Background: an optimization exercise with open tools, aiming at a short achievable clock period and few clock cycles. Do not read the settings as production practice. Only simulation tests tie the RTL to the original design; equivalence was not proved. Power and IR drop assume default switching activity.

==> flow/design.v <==
`timescale 1ns/1ps
`default_nettype none
package cpu_isa_pkg;
    localparam int DATA_W = 16;
    localparam int INST_W = 16;
    localparam int REG_AW = 4;
    typedef enum logic [3:0] {
        OP_NOP  = 4'h0,
        OP_ADD  = 4'h1,
        OP_SUB  = 4'h2,
        OP_AND  = 4'h3,
        OP_OR   = 4'h4,
        OP_XOR  = 4'h5,
        OP_SHL  = 4'h6,
        OP_LDI  = 4'h7,
        OP_ADDI = 4'h8,
        OP_LD   = 4'h9,
        OP_ST   = 4'ha,
        OP_BEQ  = 4'hb,
        OP_JMP  = 4'hc
    } opcode_e;
    localparam int OPC_MSB = 15;
    localparam int OPC_LSB = 12;
    localparam int RD_MSB  = 11;
    localparam int RD_LSB  = 8;
    localparam int RS0_MSB = 7;
    localparam int RS0_LSB = 4;
    localparam int RS1_MSB = 3;
    localparam int RS1_LSB = 0;
endpackage
`default_nettype wire
`timescale 1ns/1ps
`default_nettype none
package pipe_pkg;
    typedef enum logic [2:0] {
        ALU_ADD,
        ALU_SUB,
        ALU_AND,
        ALU_OR,
        ALU_XOR,
        ALU_SHL,
        ALU_PASS_B
    } alu_op_e;
    typedef struct packed {
        alu_op_e alu_op;
        logic    use_imm;
        logic    wb_en;
        logic    load;
        logic    store;
        logic    beq;
        logic    jmp;
    } d_info_t;
endpackage
`default_nettype wire
`timescale 1ns/1ps
`default_nettype none
module fetch_unit #(
    parameter int PC_W = 8
) (
    input  logic                           clk,
    input  logic                           rst_n_i,
    input  logic                           stall_i,
    input  logic                           branch_i,
    input  logic [PC_W-1:0]                branch_addr_i,
    input  logic [cpu_isa_pkg::INST_W-1:0] inst_i,
    output logic [PC_W-1:0]                inst_addr_o,
    output logic                           v_o,
    output logic [cpu_isa_pkg::INST_W-1:0] inst_o,
    output logic [PC_W-1:0]                pc_o
);
    logic [PC_W-1:0] pc;
    assign inst_addr_o = pc;
    always_ff @(posedge clk) begin
        if (!rst_n_i) begin
            pc  <= '0;
            v_o <= 1'b0;
        end else if (branch_i) begin
            pc  <= branch_addr_i;
            v_o <= 1'b0;
        end else if (!stall_i) begin
            pc  <= pc + 1'b1;
            v_o <= 1'b1;
        end
    end
    always_ff @(posedge clk) begin
        if (!stall_i) begin
            inst_o <= inst_i;
            pc_o   <= pc;
        end
    end
endmodule
`default_nettype wire
`timescale 1ns/1ps
`default_nettype none
module decode_unit #(
    parameter int PC_W = 8
) (
    input  logic                           clk,
    input  logic                           rst_n_i,
    input  logic                           v_i,
    input  logic [cpu_isa_pkg::INST_W-1:0] inst_i,
    input  logic [PC_W-1:0]                pc_i,
    input  logic                           stall_i,
    input  logic                           branch_i,
    output logic                           stall_o,
    output logic [cpu_isa_pkg::REG_AW-1:0] rf_r0_o,
    output logic [cpu_isa_pkg::REG_AW-1:0] rf_r1_o,
    input  logic [cpu_isa_pkg::DATA_W-1:0] rf_opr0_i,
    input  logic [cpu_isa_pkg::DATA_W-1:0] rf_opr1_i,
    output logic                           rf_reserve_o,
    output logic [cpu_isa_pkg::REG_AW-1:0] rf_reserve_r_o,
    input  logic                           rf_reserved_i,
    output logic                           v_o,
    output logic [PC_W-1:0]                pc_o,
    output logic [cpu_isa_pkg::DATA_W-1:0] opr0_o,
    output logic [cpu_isa_pkg::DATA_W-1:0] opr1_o,
    output logic [cpu_isa_pkg::DATA_W-1:0] imm_o,
    output logic [cpu_isa_pkg::REG_AW-1:0] wb_r_o,
    output pipe_pkg::d_info_t              d_info_o
);
    localparam int DW = cpu_isa_pkg::DATA_W;
    cpu_isa_pkg::opcode_e           opc;
    logic [cpu_isa_pkg::REG_AW-1:0] rd;
    logic [cpu_isa_pkg::REG_AW-1:0] rs0;
    logic [cpu_isa_pkg::REG_AW-1:0] rs1;
    logic [DW-1:0]                  imm_ext;
    logic                           alu_rr;
    logic                           uses_rs0;
    logic                           accept;
    pipe_pkg::d_info_t              info;
    assign opc = cpu_isa_pkg::opcode_e'(inst_i[cpu_isa_pkg::OPC_MSB:cpu_isa_pkg::OPC_LSB]);
    assign rd  = inst_i[cpu_isa_pkg::RD_MSB:cpu_isa_pkg::RD_LSB];
    assign rs0 = inst_i[cpu_isa_pkg::RS0_MSB:cpu_isa_pkg::RS0_LSB];
    assign rs1 = inst_i[cpu_isa_pkg::RS1_MSB:cpu_isa_pkg::RS1_LSB];
    always_comb begin
        info = '0;
        case (opc)
            cpu_isa_pkg::OP_SUB: info.alu_op = pipe_pkg::ALU_SUB;
            cpu_isa_pkg::OP_AND: info.alu_op = pipe_pkg::ALU_AND;
            cpu_isa_pkg::OP_OR:  info.alu_op = pipe_pkg::ALU_OR;
            cpu_isa_pkg::OP_XOR: info.alu_op = pipe_pkg::ALU_XOR;
            cpu_isa_pkg::OP_SHL: info.alu_op = pipe_pkg::ALU_SHL;
            cpu_isa_pkg::OP_LDI: info.alu_op = pipe_pkg::ALU_PASS_B;
            default:             info.alu_op = pipe_pkg::ALU_ADD;
        endcase
        alu_rr = (opc == cpu_isa_pkg::OP_ADD) || (opc == cpu_isa_pkg::OP_SUB) ||
                 (opc == cpu_isa_pkg::OP_AND) || (opc == cpu_isa_pkg::OP_OR) ||
                 (opc == cpu_isa_pkg::OP_XOR) || (opc == cpu_isa_pkg::OP_SHL);
        uses_rs0 = alu_rr || (opc == cpu_isa_pkg::OP_ADDI) || (opc == cpu_isa_pkg::OP_LD) ||
                   (opc == cpu_isa_pkg::OP_ST) || (opc == cpu_isa_pkg::OP_BEQ);
        info.use_imm = (opc == cpu_isa_pkg::OP_LDI) || (opc == cpu_isa_pkg::OP_ADDI) ||
                       (opc == cpu_isa_pkg::OP_LD) || (opc == cpu_isa_pkg::OP_ST);
        info.wb_en = alu_rr || (opc == cpu_isa_pkg::OP_LDI) || (opc == cpu_isa_pkg::OP_ADDI) ||
                     (opc == cpu_isa_pkg::OP_LD);
        info.load  = (opc == cpu_isa_pkg::OP_LD);
        info.store = (opc == cpu_isa_pkg::OP_ST);
        info.beq   = (opc == cpu_isa_pkg::OP_BEQ);
        info.jmp   = (opc == cpu_isa_pkg::OP_JMP);
        if (opc == cpu_isa_pkg::OP_LDI) begin
            imm_ext = {{(DW-8){1'b0}}, inst_i[cpu_isa_pkg::RS0_MSB:cpu_isa_pkg::RS1_LSB]};
        end else if (opc == cpu_isa_pkg::OP_JMP) begin
            imm_ext = {{(DW-12){1'b0}}, inst_i[cpu_isa_pkg::RD_MSB:cpu_isa_pkg::RS1_LSB]};
        end else begin
            imm_ext = {{(DW-4){inst_i[cpu_isa_pkg::RS1_MSB]}}, rs1};
        end
    end
    assign rf_r0_o        = uses_rs0 ? rs0 : rd;
    assign rf_r1_o        = alu_rr ? rs1 : rd;
    assign rf_reserve_r_o = rd;
    assign accept     = v_i && !rf_reserved_i && !stall_i && !branch_i;
    assign rf_reserve_o = accept && info.wb_en;
    assign stall_o    = stall_i || (v_i && rf_reserved_i);
    always_ff @(posedge clk) begin
        if (!rst_n_i) begin
            v_o <= 1'b0;
        end else if (branch_i) begin
            v_o <= 1'b0;
        end else if (!stall_i) begin
            v_o <= v_i && !rf_reserved_i;
        end
    end
    always_ff @(posedge clk) begin
        if (accept) begin
            pc_o     <= pc_i;
            opr0_o   <= rf_opr0_i;
            opr1_o   <= rf_opr1_i;
            imm_o    <= imm_ext;
            wb_r_o   <= rd;
            d_info_o <= info;
        end
    end
endmodule
`default_nettype wire
`timescale 1ns/1ps
`default_nettype none
module reg_file_sb (
    input  logic                           clk,
    input  logic                           rst_n_i,
    input  logic [cpu_isa_pkg::REG_AW-1:0] r0_i,
    input  logic [cpu_isa_pkg::REG_AW-1:0] r1_i,
    output logic [cpu_isa_pkg::DATA_W-1:0] opr0_o,
    output logic [cpu_isa_pkg::DATA_W-1:0] opr1_o,
    input  logic                           reserve_i,
    input  logic [cpu_isa_pkg::REG_AW-1:0] reserve_r_i,
    output logic                           reserved_o,
    input  logic                           wb_i,
    input  logic [cpu_isa_pkg::REG_AW-1:0] wb_r_i,
    input  logic [cpu_isa_pkg::DATA_W-1:0] result_i
);
    localparam int NREG = 1 << cpu_isa_pkg::REG_AW;
    logic [cpu_isa_pkg::DATA_W-1:0] gpr [NREG];
    logic [NREG-1:0]                rsv;
    logic [NREG-1:0]                set_mask;
    logic [NREG-1:0]                clr_mask;
    assign opr0_o = gpr[r0_i];
    assign opr1_o = gpr[r1_i];
    assign reserved_o = rsv[r0_i] | rsv[r1_i] | rsv[reserve_r_i];
    assign set_mask = reserve_i ? (NREG'(1) << reserve_r_i) : '0;
    assign clr_mask = wb_i ? (NREG'(1) << wb_r_i) : '0;
    always_ff @(posedge clk) begin
        if (!rst_n_i) begin
            rsv <= '0;
        end else begin
            rsv <= (rsv & ~clr_mask) | set_mask;
        end
    end
    always_ff @(posedge clk) begin
        if (wb_i) begin
            gpr[wb_r_i] <= result_i;
        end
    end
endmodule
`default_nettype wire
`timescale 1ns/1ps
`default_nettype none
module execute_unit #(
    parameter int PC_W    = 8,
    parameter int DMEM_AW = 8
) (
    input  logic                           clk,
    input  logic                           rst_n_i,
    input  logic                           stall_i,
    input  logic                           v_i,
    input  logic [PC_W-1:0]                pc_i,
    input  logic [cpu_isa_pkg::DATA_W-1:0] opr0_i,
    input  logic [cpu_isa_pkg::DATA_W-1:0] opr1_i,
    input  logic [cpu_isa_pkg::DATA_W-1:0] imm_i,
    input  logic [cpu_isa_pkg::REG_AW-1:0] wb_r_i,
    input  pipe_pkg::d_info_t              d_info_i,
    output logic                           stall_o,
    output logic                           v_o,
    output logic [DMEM_AW-1:0]             dm_addr_o,
    output logic                           dm_we_o,
    output logic [cpu_isa_pkg::DATA_W-1:0] dm_wdata_o,
    input  logic [cpu_isa_pkg::DATA_W-1:0] dm_rdata_i,
    output logic                           wb_o,
    output logic [cpu_isa_pkg::REG_AW-1:0] wb_r_o,
    output logic [cpu_isa_pkg::DATA_W-1:0] result_o,
    output logic                           branch_o,
    output logic [PC_W-1:0]                branch_addr_o
);
    logic [cpu_isa_pkg::DATA_W-1:0] opb;
    logic [cpu_isa_pkg::DATA_W-1:0] alu_out;
    logic [cpu_isa_pkg::DATA_W-1:0] wb_data;
    logic                           ld_phase;
    logic                           go;
    logic                           done;
    assign opb = d_info_i.use_imm ? imm_i : opr1_i;
    always_comb begin
        case (d_info_i.alu_op)
            pipe_pkg::ALU_ADD: alu_out = opr0_i + opb;
            pipe_pkg::ALU_SUB: alu_out = opr0_i - opb;
            pipe_pkg::ALU_AND: alu_out = opr0_i & opb;
            pipe_pkg::ALU_OR:  alu_out = opr0_i | opb;
            pipe_pkg::ALU_XOR: alu_out = opr0_i ^ opb;
            pipe_pkg::ALU_SHL: alu_out = opr0_i << opb[3:0];
            default:           alu_out = opb;
        endcase
    end
    assign go   = v_i && !stall_i;
    assign done = go && (!d_info_i.load || ld_phase);
    assign stall_o = stall_i || (v_i && d_info_i.load && !ld_phase);
    assign dm_addr_o  = alu_out[DMEM_AW-1:0];
    assign dm_we_o    = go && d_info_i.store;
    assign dm_wdata_o = opr1_i;
    assign wb_data = d_info_i.load ? dm_rdata_i : alu_out;
    assign branch_o = go && (d_info_i.jmp || (d_info_i.beq && (opr0_i == opr1_i)));
    assign branch_addr_o = d_info_i.jmp ? imm_i[PC_W-1:0] : pc_i + imm_i[PC_W-1:0];
    always_ff @(posedge clk) begin
        if (!rst_n_i) begin
            ld_phase <= 1'b0;
            v_o      <= 1'b0;
            wb_o     <= 1'b0;
        end else begin
            if (!stall_i) begin
                ld_phase <= v_i && d_info_i.load && !ld_phase;
            end
            v_o  <= done;
            wb_o <= done && d_info_i.wb_en;
        end
    end
    always_ff @(posedge clk) begin
        if (done && d_info_i.wb_en) begin
            wb_r_o   <= wb_r_i;
            result_o <= wb_data;
        end
    end
endmodule
`default_nettype wire
`timescale 1ns/1ps
`default_nettype none
module data_mem #(
    parameter int DMEM_AW = 8
) (
    input  logic                           clk,
    input  logic [DMEM_AW-1:0]             addr_i,
    input  logic                           we_i,
    input  logic [cpu_isa_pkg::DATA_W-1:0] wdata_i,
    output logic [cpu_isa_pkg::DATA_W-1:0] rdata_o
);
    localparam int DEPTH = 1 << DMEM_AW;
    logic [cpu_isa_pkg::DATA_W-1:0] mem [DEPTH];
    always_ff @(posedge clk) begin
        if (we_i) begin
            mem[addr_i] <= wdata_i;
        end
        rdata_o <= mem[addr_i];
    end
endmodule
`default_nettype wire
`timescale 1ns/1ps
`default_nettype none
module cpu_top #(
    parameter int PC_W    = 8,
    parameter int DMEM_AW = 8
) (
    input  logic                           clk,
    input  logic                           rst_n_i,
    input  logic                           stall_i,
    input  logic [cpu_isa_pkg::INST_W-1:0] inst_i,
    output logic [PC_W-1:0]                inst_addr_o,
    output logic                           wb_valid_o,
    output logic [cpu_isa_pkg::REG_AW-1:0] wb_reg_o,
    output logic [cpu_isa_pkg::DATA_W-1:0] wb_data_o
);
    logic                           branch;
    logic [PC_W-1:0]                branch_addr;
    logic                           v_fd;
    logic                           stall_df;
    logic [cpu_isa_pkg::INST_W-1:0] inst_fd;
    logic [PC_W-1:0]                pc_fd;
    logic                           v_de;
    logic                           stall_ed;
    logic [PC_W-1:0]                pc_de;
    logic [cpu_isa_pkg::DATA_W-1:0] opr0_de;
    logic [cpu_isa_pkg::DATA_W-1:0] opr1_de;
    logic [cpu_isa_pkg::DATA_W-1:0] imm_de;
    logic [cpu_isa_pkg::REG_AW-1:0] wb_r_de;
    pipe_pkg::d_info_t              d_info_de;
    logic [cpu_isa_pkg::REG_AW-1:0] rf_r0;
    logic [cpu_isa_pkg::REG_AW-1:0] rf_r1;
    logic [cpu_isa_pkg::DATA_W-1:0] rf_opr0;
    logic [cpu_isa_pkg::DATA_W-1:0] rf_opr1;
    logic                           rf_reserve;
    logic [cpu_isa_pkg::REG_AW-1:0] rf_reserve_r;
    logic                           rf_reserved;
    logic [DMEM_AW-1:0]             dm_addr;
    logic                           dm_we;
    logic [cpu_isa_pkg::DATA_W-1:0] dm_wdata;
    logic [cpu_isa_pkg::DATA_W-1:0] dm_rdata;
    fetch_unit #(.PC_W(PC_W)) fetch (
        .clk(clk), .rst_n_i(rst_n_i),
        .stall_i(stall_df),
        .branch_i(branch), .branch_addr_i(branch_addr),
        .inst_i(inst_i), .inst_addr_o(inst_addr_o),
        .v_o(v_fd), .inst_o(inst_fd), .pc_o(pc_fd)
    );
    decode_unit #(.PC_W(PC_W)) decode (
        .clk(clk), .rst_n_i(rst_n_i),
        .v_i(v_fd), .inst_i(inst_fd), .pc_i(pc_fd),
        .stall_i(stall_ed), .branch_i(branch), .stall_o(stall_df),
        .rf_r0_o(rf_r0), .rf_r1_o(rf_r1),
        .rf_opr0_i(rf_opr0), .rf_opr1_i(rf_opr1),
        .rf_reserve_o(rf_reserve), .rf_reserve_r_o(rf_reserve_r),
        .rf_reserved_i(rf_reserved),
        .v_o(v_de), .pc_o(pc_de),
        .opr0_o(opr0_de), .opr1_o(opr1_de), .imm_o(imm_de),
        .wb_r_o(wb_r_de), .d_info_o(d_info_de)
    );
    reg_file_sb regs (
        .clk(clk), .rst_n_i(rst_n_i),
        .r0_i(rf_r0), .r1_i(rf_r1),
        .opr0_o(rf_opr0), .opr1_o(rf_opr1),
        .reserve_i(rf_reserve), .reserve_r_i(rf_reserve_r),
        .reserved_o(rf_reserved),
        .wb_i(wb_valid_o), .wb_r_i(wb_reg_o), .result_i(wb_data_o)
    );
    execute_unit #(.PC_W(PC_W), .DMEM_AW(DMEM_AW)) exec (
        .clk(clk), .rst_n_i(rst_n_i),
        .stall_i(stall_i), .v_i(v_de), .pc_i(pc_de),
        .opr0_i(opr0_de), .opr1_i(opr1_de), .imm_i(imm_de),
        .wb_r_i(wb_r_de), .d_info_i(d_info_de),
        .stall_o(stall_ed), .v_o(),
        .dm_addr_o(dm_addr), .dm_we_o(dm_we), .dm_wdata_o(dm_wdata), .dm_rdata_i(dm_rdata),
        .wb_o(wb_valid_o), .wb_r_o(wb_reg_o), .result_o(wb_data_o),
        .branch_o(branch), .branch_addr_o(branch_addr)
    );
    data_mem #(.DMEM_AW(DMEM_AW)) dmem (
        .clk(clk),
        .addr_i(dm_addr), .we_i(dm_we), .wdata_i(dm_wdata), .rdata_o(dm_rdata)
    );
endmodule
`default_nettype wire
==> flow/run.sh <==
#!/bin/bash
# synth_recipe.tcl (not shown) runs the flow's synth.tcl, then flattens the netlist and writes it again
# the make line also repeats each setting of config.mk as NAME=value (left out here)
make -C /OpenROAD-flow-scripts/flow DESIGN_CONFIG=/design/flow/config.mk WORK_HOME=/design/flow/orfs CLKGATE_MAP_FILE= SYNTH_SCRIPT=/design/flow/synth_recipe.tcl finish
==> flow/config.mk <==
export PLATFORM = sky130hd
export DESIGN_NAME = cpu_top
export DESIGN_NICKNAME = cpu_top
export VERILOG_FILES = /design/flow/design.v
export SDC_FILE = /design/flow/constraint.sdc
export NUM_CORES = 4
export LEC_CHECK = 0
export CAP_MARGIN = 20
export CORE_MARGIN = 2
export CORE_UTILIZATION = 40
export SLEW_MARGIN = 20
==> flow/constraint.sdc <==
create_clock -name core_clock -period 10.0 [get_ports {clk}]
set_input_delay 2.0000 -clock core_clock [delete_from_list [all_inputs] [get_ports {clk}]]
set_output_delay 2.0000 -clock core_clock [all_outputs]
set_load 0.01 [all_outputs]
==> run_results.csv <==
group,metric,value,unit
grt,grt_pass1_wl,807000,um
critical_path,crit_type,"reg -> reg",
critical_path,end_kind,"register",
synth,ys_async_sr_fraction,0,%
grt,grt_overflow,0,
power,power_frac_comb,15.5,%
routing,drt-initial-drc-count,17400,
finish,seq_area,135000,um^2
synth,yosys.area_share.adder,0.417,%
sta,drv_slew,0,
routing,routed-via-count,119000,
synth,ys_warn_count,5,
die,die_y,682,um
critical_path,crit_chain,"mux2i_1 -> buf_4 -> inv_1 -> nor2_1 -> nand3_1 -> o21ai_0 -> xnor2_1 -> ha_1 -> inv_1 -> nor4_1 -> a31oi_1 -> nand3_1 -> o32ai_4 -> nor2_4 -> buf_4 -> nand2_1 -> a21oi_1 -> or4_1 -> nor4_1 -> nand3_1",
synth,syn_inst,14000,
finish,fin_area,207000,um^2
synth,ys_seq_elements,4506,
routing,ant_nets,0,
synth,yosysTopAreaCellShare,72.9,%
finish,syn2layout_area_growth,12.8,%
synth,synth_edf_count,4462,
job,max-cap-violations,0,
synth,synth_top_family_by_area,"simple AND/OR/NAND/NOR gates",
sta,final.setup_skew,0.0952,ns
die,initial_utilization,40.2,%
sta,setup_violations,0,
power,p_int,32.1,mW
sta,fin_ws,1.98,ns
critical_path,critical_path_arrival,8.85,ns
power,power.density,215,nW/um^2
critical_path,critPathBufInv,4,
cts,clockBufferDepth,4,
sta,worst_slew_pin_slew,1.40,ns
die,core,457000,um^2
place,dpl_cell_area,193000,um^2
cts,clk_pin_slew,0.06,ns
synth,synth_xor_area_share,0.243,%
finish,finalNetCount,14100,
critical_path,critical_path_peak_fanout,23,
die,die_x,682,um
die,ios,48,
sta,finalCriticalPeriod,8.02,ns
routing,route.detailed.drc,0,
die,die-area,465000,um^2
sta,finalSetupTns,0,ns
power,p_switching,12.5,mW
critical_path,critPathSlowestCell,"edfxtp_1",
routing,wl,564000,um
critical_path,cp_top_family,"simple AND/OR/NAND/NOR gates",
cts,htreeDepth,5,
synth,yosys.area_share.simple,15.1,%
power,power_leakage,70.3,nW
power,power_frac_seq,47.4,%
cts,cts_sinks,4506,
synth,synth_area_leader_cell,"edfxtp_1",
finish,drive_above_1_share,9.60,%
synth,synthTopCellsByArea,"edfxtp_1 73%, nand2_1 8.4%, nand3_1 3.7%",
cts,cts_buffers,459,
cts,cts_tree,"built",
synth,avgSynthCellArea,13.2,um^2
power,vdd_drop_max,0.415,mV
power,finalPower,44.6,mW
synth,synth_mux_area_share,2.45,%
cts,root_buffer,"clkbuf_16",
synth,syn_nets,14000,
power,clockPowerShare,37.1,%
grt,first_global_vias,111000,
synth,yosysUniqueCellTypes,84,
critical_path,worstSetupStartpointType,"register",
synth,yosysSeqAreaShare,73.4,%
finish,layout_common_cells,"4462 x edfxtp_1, 4074 x nand2_1, 1348 x nand3_1",
finish,final_util,45.4,%
synth,synth_compound_area_share,6.03,%
finish,final_common_cell,"edfxtp_1",
routing,wl_per_cell,27.4,um
grt,gr-usage-all-layers,23.5,%
sta,rsz0062_at_grt,"no",
die,num_rows,248,
routing,vias_per_cell,5.81,
routing,drtPass1Iterations,7,
finish,multi_input_area,44900,um^2
outcome,status,"timing/DRC/antenna clean",
sta,min_period_over_period,80.2,%
critical_path,required,10.83,ns
power,p_sw_share,28.1,%
sta,relSlewSlack,6.87,%
critical_path,max_stage_delay,1.00,ns
place,dp_hpwl,321000,um
place,io_buffers,47,
synth,syn_area,184000,um^2
cts,post_cts_resized,0,
cts,clock_latency,1.05,ns
cts,postCtsHoldBufs,0,
synth,synth_flop_cell,"edfxtp_1",
sta,hold_viol,0,
finish,fill_cells,40300,
place,place_ws,2.15,ns
min_path,min_path_type,"reg -> reg",
place,gp_congestion,0.891,
grt,grt_antenna_before_repair,27,
sta,fmax,125,MHz
grt,grt_start_max_net_pins,198,
cts,postCtsSetupBuffers,0,
critical_path,path_common_cell,"nand3_1",
[power by group through the flow]
stage	clock (mW)	combinational (mW)	sequential [mW]
finish	16.5	6.91	21.2
global route	17.4	7.26	21.2
CTS	16.7	6.80	21.2
detailed placement	0	6.77	21.6
global placement	0	6.74	21.6
floorplan	0	3.79	21.7
[metal layers]
metal  global-route usage (%)  part of all wire, %  up-vias
li1                         -                    -    52000
met3                     4.06                   10      986
met4                     8.73                  4.0        4
met5                        0                0.013        -
met1                     33.5                   41    60300
met2                     36.3                   45     6195
[state kept, by name (all words and copies together), names as in the netlist]
name and flops:
decode.d_info_o 9, regs.gpr 256, fetch.pc 8, fetch.v_o 1, fetch.inst_o 16, decode.pc_o 8, exec.wb_r_o 4, dmem.rdata_o 16
decode.opr0_o 16, decode.v_o 1, decode.opr1_o 16, regs.rsv 16, decode.imm_o 13, exec.ld_phase 1, exec.result_o 16, decode.wb_r_o 4
exec.wb_o 1, dmem.mem 4096, fetch.pc_o 8
[cell families (layout without fill, tap and decap cells)]
group                      after synthesis  in the layout
AOI/OAI and AO/OA                     1504           1504
DFF                                   4506           4506
buffers and inverters                 1038           1506
adders and majority gates               60             60
xor gates and xnor gates                51             51
muxes                                  347            347
and+or+nand+nor                       6462           6462
other                                    0             12
[cell type report]
type,instances,area share (%)
tap,6125,3.69
inverter,58,0.105
timing repair buffer,611,2.62
clock inverter,255,1.09
antenna,12,0.0145
multi-input combinational,8424,21.7
sequential,4506,65.0
clock buffer,582,5.80
[worst reg2reg max path: stages (launching register included)]
cell	delay (ns)
edfxtp_1	1.00
mux2i_1	0.29
buf_4	0.22
inv_1	0.37
nor2_1	0.32
nand3_1	0.10
o21ai_0	0.41
xnor2_1	0.20
ha_1	0.31
inv_1	0.11
nor4_1	0.06
a31oi_1	0.14
nand3_1	0.16
o32ai_4	0.95
nor2_4	0.37
buf_4	0.35
nand2_1	0.70
a21oi_1	0.32
or4_1	0.59
nor4_1	0.72
nand3_1	0.20
[final timing paths]
| path | from | to | slack, ns | depth (start not counted) |
|---|---|---|---|---|
| setup / recovery | decode.d_info_o[5] | dmem.rdata_o[15] | 1.98 | 20 |
| hold / removal | decode.wb_r_o[2] | exec.wb_r_o[2] | 0.42 | 0 |
| setup reg to reg | decode.d_info_o[5] | dmem.rdata_o[15] | 1.98 | 20 |
| hold reg to reg | decode.wb_r_o[2] | exec.wb_r_o[2] | 0.42 | 0 |
[stage by stage]
| stage | hold slack [ns] | cells |
|---|---|---|
| 5_1_grt | 0.421 | 20600 |
| 3_5_place_dp | 0.405 | 19700 |
| 2_1_floorplan | 0.400 | 14000 |
| 4_1_cts | 0.420 | 20600 |
| 3_3_place_gp | 0.402 | 19700 |
| 6_report | 0.418 | 20600 |
[cell usage after synthesis (all sizes together) (101+ instances only)]
cell type / n
a211oi: 187
a21oi: 127
a221oi: 101
a311oi: 337
a31oi: 398
and3: 465
buf: 566
clkbuf: 414
edfxtp: 4462
mux2i: 243
nand2: 4093
nand3: 1348
nor2: 342
o21ai: 114
Testbench counts, summed over its fixed seeds: cycles 45,271.

## separate check: timing with driven ports
No port has a modelled driver above. Below, the same layout with a new extraction and two added sets of constraints.
Step 1: set_driving_cell puts a clkbuf_16 on clk and a buf_2 on each other input, an assumption about the parent block.
Step 2 adds t to the input delays and takes it off the output delays; t is the mean of the earliest and latest rising clock arrival at the registers after step 1. Input paths then give back, and output paths get back, about the clock's delay inside the block.
a / b / c = ideal ports / drivers / drivers and shift; a / b = the first two.
t, ns: 1.113
setup slack, ns: 1.977 / 1.977 / 1.977
worst slew at a driven data input, ns: 0.05
cell pins on the clock port's net: 1
After both steps this run still meets setup and hold. For this run, drivers alone change the setup slack by 0.000 ns; drivers and shift together by 0.000 ns.
